This is an optimization exercise on Yosys and OpenROAD, whose aim is a short achievable clock period and few clock cycles, not a production implementation.
Function was checked by simulation only, so behaviour that the tests miss may differ from the original.
No activity file was given, so power comes from the tool's default toggle rates.

File: flow/config.mk
export PLATFORM = sky130hd
export DESIGN_NAME = pipelineCore
export DESIGN_NICKNAME = pipelineCore
export VERILOG_FILES = /design/flow/design.v
export SDC_FILE = /design/flow/constraint.sdc
export NUM_CORES = 4
export LEC_CHECK = 0
export CAP_MARGIN = 20
export CORE_MARGIN = 2
export CORE_UTILIZATION = 30
export PLACE_DENSITY = 0.5
export SLEW_MARGIN = 20
File: flow/run.sh
#!/bin/bash
# synth_recipe.tcl (not shown) runs the flow's synth.tcl, then flattens the netlist and writes it again
# the make line also repeats each setting of config.mk as NAME=value (left out here)
make -C /OpenROAD-flow-scripts/flow DESIGN_CONFIG=/design/flow/config.mk WORK_HOME=/design/flow/orfs CLKGATE_MAP_FILE= SYNTH_SCRIPT=/design/flow/synth_recipe.tcl finish
File: flow/design.v
package corePkg;
    localparam logic [5:0] opSpecial = 6'h00;
    localparam logic [5:0] opJ       = 6'h02;
    localparam logic [5:0] opBeq     = 6'h04;
    localparam logic [5:0] opOri     = 6'h0d;
    localparam logic [5:0] opLui     = 6'h0f;
    localparam logic [5:0] opLw      = 6'h23;
    localparam logic [5:0] opSw      = 6'h2b;
    localparam logic [5:0] fnAddu = 6'h21;
    localparam logic [5:0] fnSubu = 6'h23;
    localparam logic [1:0] fwdNone = 2'd0;
    localparam logic [1:0] fwdMem  = 2'd1;
    localparam logic [1:0] fwdWb   = 2'd2;
    localparam int dmemWords    = 64;
    localparam int dmemAddrBits = $clog2(dmemWords);
    typedef struct packed {
        logic [5:0] opcode;
        logic [4:0] rs;
        logic [4:0] rt;
        logic [4:0] rd;
        logic [4:0] shamt;
        logic [5:0] funct;
    } rFormatT;
    typedef struct packed {
        logic [5:0]  opcode;
        logic [4:0]  rs;
        logic [4:0]  rt;
        logic [15:0] imm16;
    } iFormatT;
    typedef union packed {
        rFormatT r;
        iFormatT i;
    } instrT;
    function automatic logic [31:0] fwdMux(
        input logic [1:0]  sel,
        input logic [31:0] regVal,
        input logic [31:0] memVal,
        input logic [31:0] wbVal
    );
        case (sel)
            fwdMem:  fwdMux = memVal;
            fwdWb:   fwdMux = wbVal;
            default: fwdMux = regVal;
        endcase
    endfunction
endpackage
module fetchStage (
    input  logic           clk,
    input  logic           rst,
    input  logic           stall,
    input  logic           redirect,
    input  logic [31:0]    target,
    input  logic [31:0]    imemData,
    output logic [31:0]    imemAddr,
    output corePkg::instrT instrD,
    output logic [31:0]    pcPlus4D
);
    logic [31:0] pc;
    logic [31:0] pcPlus4;
    logic [31:0] pcNext;
    assign imemAddr = pc;
    assign pcPlus4  = pc + 32'd4;
    always_comb begin
        if (stall) begin
            pcNext = pc;
        end else if (redirect) begin
            pcNext = target;
        end else begin
            pcNext = pcPlus4;
        end
    end
    always_ff @(posedge clk) begin
        if (rst) begin
            pc <= '0;
        end else begin
            pc <= pcNext;
        end
    end
    always_ff @(posedge clk) begin
        if (rst) begin
            instrD <= '0;
        end else if (!stall) begin
            instrD <= imemData;
        end
    end
    always_ff @(posedge clk) begin
        if (!stall) begin
            pcPlus4D <= pcPlus4;
        end
    end
endmodule
module decodeStage (
    input  logic           clk,
    input  logic           rst,
    input  logic           stall,
    input  corePkg::instrT instrD,
    input  logic [31:0]    pcPlus4D,
    input  logic           wbWe,
    input  logic [4:0]     wbReg,
    input  logic [31:0]    wbData,
    input  logic [31:0]    aluM,
    input  logic [1:0]     cmpASel,
    input  logic [1:0]     cmpBSel,
    output logic           redirect,
    output logic [31:0]    target,
    output corePkg::instrT instrE,
    output logic [31:0]    aE,
    output logic [31:0]    bE,
    output logic [31:0]    immE,
    output logic [4:0]     destE,
    output logic [31:0]    pcE
);
    logic [31:0] regFile [32];
    logic [4:0]  rs;
    logic [4:0]  rt;
    logic [31:0] rdA;
    logic [31:0] rdB;
    logic [31:0] cmpA;
    logic [31:0] cmpB;
    logic [31:0] imm;
    logic [31:0] branchOff;
    logic [4:0]  dest;
    logic        isBeq;
    logic        isJ;
    assign rs = instrD.r.rs;
    assign rt = instrD.r.rt;
    always_ff @(posedge clk) begin
        if (wbWe) begin
            regFile[wbReg] <= wbData;
        end
    end
    assign rdA = (rs == 5'd0) ? '0 : (wbWe && wbReg == rs) ? wbData : regFile[rs];
    assign rdB = (rt == 5'd0) ? '0 : (wbWe && wbReg == rt) ? wbData : regFile[rt];
    assign cmpA = corePkg::fwdMux(cmpASel, rdA, aluM, wbData);
    assign cmpB = corePkg::fwdMux(cmpBSel, rdB, aluM, wbData);
    assign isBeq     = instrD.i.opcode == corePkg::opBeq;
    assign isJ       = instrD.i.opcode == corePkg::opJ;
    assign branchOff = {{14{instrD.i.imm16[15]}}, instrD.i.imm16, 2'b00};
    assign target = isJ ? {pcPlus4D[31:28], instrD.i.rs, instrD.i.rt, instrD.i.imm16, 2'b00}
                        : pcPlus4D + branchOff;
    assign redirect = !stall && (isJ || (isBeq && cmpA == cmpB));
    always_comb begin
        case (instrD.i.opcode)
            corePkg::opOri: imm = {16'h0000, instrD.i.imm16};
            corePkg::opLui: imm = {instrD.i.imm16, 16'h0000};
            default:        imm = {{16{instrD.i.imm16[15]}}, instrD.i.imm16};
        endcase
    end
    always_comb begin
        case (instrD.i.opcode)
            corePkg::opSpecial: begin
                if (instrD.r.funct == corePkg::fnAddu || instrD.r.funct == corePkg::fnSubu) begin
                    dest = instrD.r.rd;
                end else begin
                    dest = 5'd0;
                end
            end
            corePkg::opOri, corePkg::opLui, corePkg::opLw: dest = rt;
            default: dest = 5'd0;
        endcase
    end
    always_ff @(posedge clk) begin
        if (rst || stall) begin
            instrE <= '0;
            destE  <= '0;
        end else begin
            instrE <= instrD;
            destE  <= dest;
        end
    end
    always_ff @(posedge clk) begin
        aE   <= rdA;
        bE   <= rdB;
        immE <= imm;
        pcE  <= pcPlus4D - 32'd4;
    end
endmodule
module executeStage (
    input  logic           clk,
    input  logic           rst,
    input  corePkg::instrT instrE,
    input  logic [31:0]    aE,
    input  logic [31:0]    bE,
    input  logic [31:0]    immE,
    input  logic [4:0]     destE,
    input  logic [31:0]    pcE,
    input  logic [31:0]    wbData,
    input  logic [1:0]     aluASel,
    input  logic [1:0]     aluBSel,
    output corePkg::instrT instrM,
    output logic [31:0]    aluM,
    output logic [31:0]    storeM,
    output logic [4:0]     destM,
    output logic [31:0]    pcM
);
    logic [31:0] opA;
    logic [31:0] fwdB;
    logic [31:0] opB;
    logic [31:0] aluOut;
    assign opA  = corePkg::fwdMux(aluASel, aE, aluM, wbData);
    assign fwdB = corePkg::fwdMux(aluBSel, bE, aluM, wbData);
    assign opB  = (instrE.r.opcode == corePkg::opSpecial) ? fwdB : immE;
    always_comb begin
        case (instrE.r.opcode)
            corePkg::opSpecial: begin
                case (instrE.r.funct)
                    corePkg::fnAddu: aluOut = opA + opB;
                    corePkg::fnSubu: aluOut = opA - opB;
                    default:         aluOut = '0;
                endcase
            end
            corePkg::opOri:              aluOut = opA | opB;
            corePkg::opLui:              aluOut = opB;
            corePkg::opLw, corePkg::opSw: aluOut = opA + opB;
            default:                     aluOut = '0;
        endcase
    end
    always_ff @(posedge clk) begin
        if (rst) begin
            instrM <= '0;
            destM  <= '0;
        end else begin
            instrM <= instrE;
            destM  <= destE;
        end
    end
    always_ff @(posedge clk) begin
        aluM   <= aluOut;
        storeM <= fwdB;
        pcM    <= pcE;
    end
endmodule
module memoryStage (
    input  logic           clk,
    input  logic           rst,
    input  corePkg::instrT instrM,
    input  logic [31:0]    aluM,
    input  logic [31:0]    storeM,
    input  logic [4:0]     destM,
    input  logic [31:0]    pcM,
    output logic           wbWe,
    output logic [4:0]     wbReg,
    output logic [31:0]    wbData,
    output logic [31:0]    wbPc
);
    logic [31:0]                     dmem [corePkg::dmemWords];
    logic [corePkg::dmemAddrBits-1:0] wordAddr;
    logic [31:0]                     storeData;
    logic                            isLw;
    logic                            isSw;
    assign wordAddr = aluM[corePkg::dmemAddrBits+1:2];
    assign isLw     = instrM.i.opcode == corePkg::opLw;
    assign isSw     = instrM.i.opcode == corePkg::opSw;
    assign storeData = (wbWe && wbReg == instrM.i.rt) ? wbData : storeM;
    always_ff @(posedge clk) begin
        if (isSw) begin
            dmem[wordAddr] <= storeData;
        end
    end
    always_ff @(posedge clk) begin
        if (rst) begin
            wbWe  <= 1'b0;
            wbReg <= '0;
        end else begin
            wbWe  <= destM != 5'd0;
            wbReg <= destM;
        end
    end
    always_ff @(posedge clk) begin
        wbData <= isLw ? dmem[wordAddr] : aluM;
        wbPc   <= pcM;
    end
endmodule
module hazardUnit (
    input  corePkg::instrT instrD,
    input  corePkg::instrT instrE,
    input  logic [4:0]     destE,
    input  logic [4:0]     destM,
    input  logic [4:0]     wbReg,
    input  logic           wbWe,
    input  logic           loadInE,
    input  logic           loadInM,
    output logic           stall,
    output logic [1:0]     cmpASel,
    output logic [1:0]     cmpBSel,
    output logic [1:0]     aluASel,
    output logic [1:0]     aluBSel
);
    logic [4:0] rsD;
    logic [4:0] rtD;
    logic       useRsD;
    logic       useRtD;
    logic       isBeqD;
    logic       hitE;
    logic       hitM;
    logic       loadUse;
    logic       branchWait;
    function automatic logic [1:0] pickSrc(input logic [4:0] src, input logic [4:0] memDest,
                                           input logic [4:0] wbDest, input logic wbValid);
        if (src != 5'd0 && src == memDest) begin
            pickSrc = corePkg::fwdMem;
        end else if (wbValid && src == wbDest) begin
            pickSrc = corePkg::fwdWb;
        end else begin
            pickSrc = corePkg::fwdNone;
        end
    endfunction
    assign rsD    = instrD.r.rs;
    assign rtD    = instrD.r.rt;
    assign isBeqD = instrD.i.opcode == corePkg::opBeq;
    assign useRsD = instrD.i.opcode == corePkg::opSpecial || instrD.i.opcode == corePkg::opOri ||
                    instrD.i.opcode == corePkg::opLw || instrD.i.opcode == corePkg::opSw ||
                    instrD.i.opcode == corePkg::opBeq;
    assign useRtD = instrD.i.opcode == corePkg::opSpecial || instrD.i.opcode == corePkg::opBeq;
    assign hitE = destE != 5'd0 && ((useRsD && rsD == destE) || (useRtD && rtD == destE));
    assign hitM = destM != 5'd0 && (rsD == destM || rtD == destM);
    assign loadUse    = loadInE && hitE;
    assign branchWait = isBeqD && (hitE || (loadInM && hitM));
    assign stall      = loadUse || branchWait;
    assign cmpASel = pickSrc(rsD, destM, wbReg, wbWe);
    assign cmpBSel = pickSrc(rtD, destM, wbReg, wbWe);
    assign aluASel = pickSrc(instrE.r.rs, destM, wbReg, wbWe);
    assign aluBSel = pickSrc(instrE.r.rt, destM, wbReg, wbWe);
endmodule
module pipelineCore (
    input  logic        clk,
    input  logic        rst,
    input  logic [31:0] imemData,
    output logic [31:0] imemAddr,
    output logic        wbWe,
    output logic [4:0]  wbReg,
    output logic [31:0] wbData,
    output logic [31:0] wbPc
);
    corePkg::instrT instrD;
    corePkg::instrT instrE;
    corePkg::instrT instrM;
    logic [31:0]    pcPlus4D;
    logic [31:0]    target;
    logic           redirect;
    logic           stall;
    logic [31:0]    aE;
    logic [31:0]    bE;
    logic [31:0]    immE;
    logic [4:0]     destE;
    logic [31:0]    pcE;
    logic [31:0]    aluM;
    logic [31:0]    storeM;
    logic [4:0]     destM;
    logic [31:0]    pcM;
    logic [1:0]     cmpASel;
    logic [1:0]     cmpBSel;
    logic [1:0]     aluASel;
    logic [1:0]     aluBSel;
    logic           loadInE;
    logic           loadInM;
    assign loadInE = instrE.i.opcode == corePkg::opLw;
    assign loadInM = instrM.i.opcode == corePkg::opLw;
    fetchStage fetch (
        .clk(clk), .rst(rst), .stall(stall), .redirect(redirect), .target(target),
        .imemData(imemData), .imemAddr(imemAddr), .instrD(instrD), .pcPlus4D(pcPlus4D)
    );
    decodeStage decode (
        .clk(clk), .rst(rst), .stall(stall), .instrD(instrD), .pcPlus4D(pcPlus4D),
        .wbWe(wbWe), .wbReg(wbReg), .wbData(wbData), .aluM(aluM),
        .cmpASel(cmpASel), .cmpBSel(cmpBSel), .redirect(redirect), .target(target),
        .instrE(instrE), .aE(aE), .bE(bE), .immE(immE), .destE(destE), .pcE(pcE)
    );
    executeStage execute (
        .clk(clk), .rst(rst), .instrE(instrE), .aE(aE), .bE(bE), .immE(immE),
        .destE(destE), .pcE(pcE), .wbData(wbData), .aluASel(aluASel), .aluBSel(aluBSel),
        .instrM(instrM), .aluM(aluM), .storeM(storeM), .destM(destM), .pcM(pcM)
    );
    memoryStage memory (
        .clk(clk), .rst(rst), .instrM(instrM), .aluM(aluM), .storeM(storeM),
        .destM(destM), .pcM(pcM), .wbWe(wbWe), .wbReg(wbReg), .wbData(wbData), .wbPc(wbPc)
    );
    hazardUnit hazard (
        .instrD(instrD), .instrE(instrE), .destE(destE), .destM(destM),
        .wbReg(wbReg), .wbWe(wbWe), .loadInE(loadInE), .loadInM(loadInM),
        .stall(stall), .cmpASel(cmpASel), .cmpBSel(cmpBSel),
        .aluASel(aluASel), .aluBSel(aluBSel)
    );
endmodule
File: flow/constraint.sdc
create_clock -name core_clock -period 7.0 [get_ports {clk}]
set_input_delay 1.4000 -clock core_clock [delete_from_list [all_inputs] [get_ports {clk}]]
set_output_delay 1.4000 -clock core_clock [all_outputs]
set_load 0.01 [all_outputs]
==> summary.txt <==
MaxCap Viol Count=0; slew margin rel.=0.1741; Layout Cells excl Fill=16490; core area=486200 um^2; status=finished clean; Layout area overhead=15.27%; crit share post-route=0.9448; synthesized instance count=9453; clock latency on the worst-skew pair=1020 ps; Post-Syn Area=146400 um^2; count leader, synth=edfxtp_1; total negative setup slack=0 ps; chip width=702.6 um; vias after detailed routing=93110; Post-CTS Repair Setup Buffers=0; minimum clock period after layout=6613 ps; P_int=0.03674 W; Resized Gates After CTS=0; final hold violations=0; Total Power=0.05073 W; crit path DAT=7460 ps; syn nets=9615; layout cells sized above 1=0.1532; ranking of synthesized cells by area=edfxtp_1 64%, dfxtp_1 5.6%, a22oi_1 5.0%; hold wc startpoint=execute.pcM[12]; final net count=9894; detailed router's first-iteration violation count=11980; placed cell count=15820; Slew Limit Fails=0; die area=493600 um^2; Seq/Total Area, Yosys=0.6929; Post-synth top cells=3104 x edfxtp_1, 968 x a22oi_1, 539 x mux2i_1; Reg power frac=0.489; average cell area after synthesis=15.49 um^2; First-pass DRT Iterations=6; synth unique cells=108; Rows=256; IO Port Bufs=135; # setup viols final=0; #FFs+latches synth=3515; Pleak=53.80 nW; first-pass GRT wire length=728900 um; synth warn=5; total wire length=527700 um; die span in y=702.6 um; Initial Util=0.3011; drt via density=5.647; class of the most critical setup path=reg2reg; crit end category=flop; fmax=0.1512 GHz; DRC=0; Final ANT Viol Nets=0; HP Class=reg2reg; setup repair after global routing missed its margin=false; Final Skew=83.89 ps; DP HPWL=319900 um; root buffer cell=clkbuf_16; Critical Path RT=7840 ps; Primary FF master, synth=edfxtp_1; EDFF count, synth=3104; Least-Margin Pin Slew=1239 ps; DR WL/cell=32.00 um; Clock Path Buffers=4; Net Switching=0.01399 W; Synth area leader=edfxtp_1; total grt overflow=0; clock group share of total power=0.379; number of global-route vias before repair=91000; CTS tree=yes; Clock H-tree levels=5; Worst Path Max Fanout=34; worst vdd ir=216.0 uV; Fill cells=46250; io pins=136; ys async rst share=0; routability cong.=0.8718; Comb power frac=0.132; PD cells=300.6 nW/um^2; CTS Buf Count=362; Clock transition at path regs=60 ps; clock sink total=3515; crit start category=flop; post-synth top area share=0.6367; cts hold-fix bufs=0; Sw Share=0.2758; largest net degree at the start of global routing=105; initial antenna violation count=30; gr usage total=0.2068
## kinds of logic (layout without fill, tap and decap cells)
family / count (synthesis) / after routing / synth area share
buf+inv: 769 / 1344 / 0.02616
simple gates: 1575 / 1575 / 0.05264
other cells: 0 / 12 / 0
mux: 909 / 909 / 0.09044
xor+xnor: 164 / 164 / 0.009811
compound gates: 2393 / 2393 / 0.1170
flops: 3515 / 3515 / 0.6929
fa+ha+maj: 128 / 128 / 0.01109
## worst max-delay path, stage by stage, from the launching register on
cell	delay (ps)
dfxtp_4	870
buf_4	520
mux2i_1	330
o22ai_1	100
nor4_1	750
nand3_1	430
o21ai_1	360
xnor2_1	170
o21ai_0	180
o22ai_1	190
or4_1	510
or4_1	640
nor2_4	420
buf_4	320
a21oi_1	120
a21o_1	190
a22o_1	220
## power by group through the flow
stage	registers (W)	clock network, W	logic [W]
global route	0.0248	0.0203	0.00698
finish	0.0248	0.0192	0.00670
CTS	0.0248	0.0195	0.00661
floorplan	0.0250	0	0.00305
global placement	0.0252	0	0.00649
detailed placement	0.0252	0	0.00659
## area by class of cell
type	count	area, um^2	area share
Sequential cell	3515	101500	0.6015
Multi-Input combinational cell	5169	42090	0.2494
Clock buffer	446	9669	0.05729
Tap cell	6450	8070	0.04782
Timing Repair Buffer	567	5050	0.02992
Clock inverter	214	1908	0.01131
Inverter	117	439.2	0.002602
Antenna cell	12	30.03	0.0001779
## routing by layer
metal  vias up  GRT usage  routed length, um  part of all wire
li1      38890          -                  -                 -
met1     48820     0.2802             217600              0.41
met2      4553     0.3348             246600              0.47
met3       848    0.03259              41630             0.079
met4         2    0.07680              21880             0.041
met5         -          0                 13          0.000025
## cell usage in the layout (no fill, tap or decap), types with 34 or more instances in the layout
master / count
nor4_1: 34
a21o_1: 53
nand2_1: 391
a21oi_1: 377
o21ai_0: 139
mux2_2: 54
a22o_1: 162
nand3_1: 127
clkbuf_16: 373
a211oi_1: 37
and3_1: 51
dfxtp_1: 371
nand4_1: 218
mux4_2: 278
nor2_1: 346
buf_4: 394
nor2_4: 103
o211ai_1: 55
o22ai_1: 92
nor2b_1: 38
clkinv_2: 63
clkbuf_1: 66
a221oi_1: 201
clkdlybuf4s50_1: 134
inv_1: 112
a31oi_1: 92
nor3_1: 62
xnor2_1: 93
clkinv_1: 83
buf_12: 34
a22oi_1: 968
xor2_1: 71
edfxtp_1: 3104
mux2i_1: 539
ha_1: 125
## worst paths after layout
check	endpoint	slack [ps]	cells after the start
max reg2reg	fetch.pc[14]	390	16
max	fetch.pc[14]	390	16
min reg2reg	memory.wbPc[12]	320	0
min	memory.wbPc[12]	320	0
## metrics by stage
stage          setup slack [ps]  utilization  cell area, um^2  hold slack [ps]
2_1_floorplan              1444            -           146400            309.6
3_3_place_gp              613.0       0.3230           157000            313.0
3_5_place_dp              573.4       0.3232           157100            312.1
4_1_cts                   543.6       0.3470           168700            325.6
5_1_grt                   294.3       0.3470           168700            329.8
6_report                  386.5       0.3471           168800            323.9
## flip-flops by register name, summed over array words and instances, names as in the netlist, 11 cells and up, named ones only
register	cells
memory.wbData	32
execute.aluM	32
memory.dmem	2048
execute.pcM	32
memory.wbPc	32
fetch.pc	32
execute.instrM	11
execute.storeM	32
decode.regFile	1024
fetch.pcPlus4D	32
decode.immE	32
decode.instrE	22
decode.bE	32
decode.pcE	32
decode.aE	32
fetch.instrD	32
Testbench counts, summed over its fixed seeds: cycles 43,806.

-- re-timing with driven ports --
The flow's constraints put no driver on any port. The routed layout listed below was extracted and timed again, unchanged, in two steps. Step 1: set_driving_cell puts a clkbuf_16 on clk and a buf_2 on each other input, an assumption about the parent block. Step 2 also shifts input and output timing later by t, the mid clock arrival at the registers, as if the neighbouring blocks saw the same clock. a / b / c = ideal ports / drivers / drivers and shift; a / b = the first two.
t (ns): 1.084
setup WS [ns]: 0.387 / 0.387 / 0.387
pins driven straight from the clock port: 1
After both steps this run still meets setup and hold. For this run, drivers alone change the setup slack by 0.000 ns; drivers and shift together by 0.000 ns.
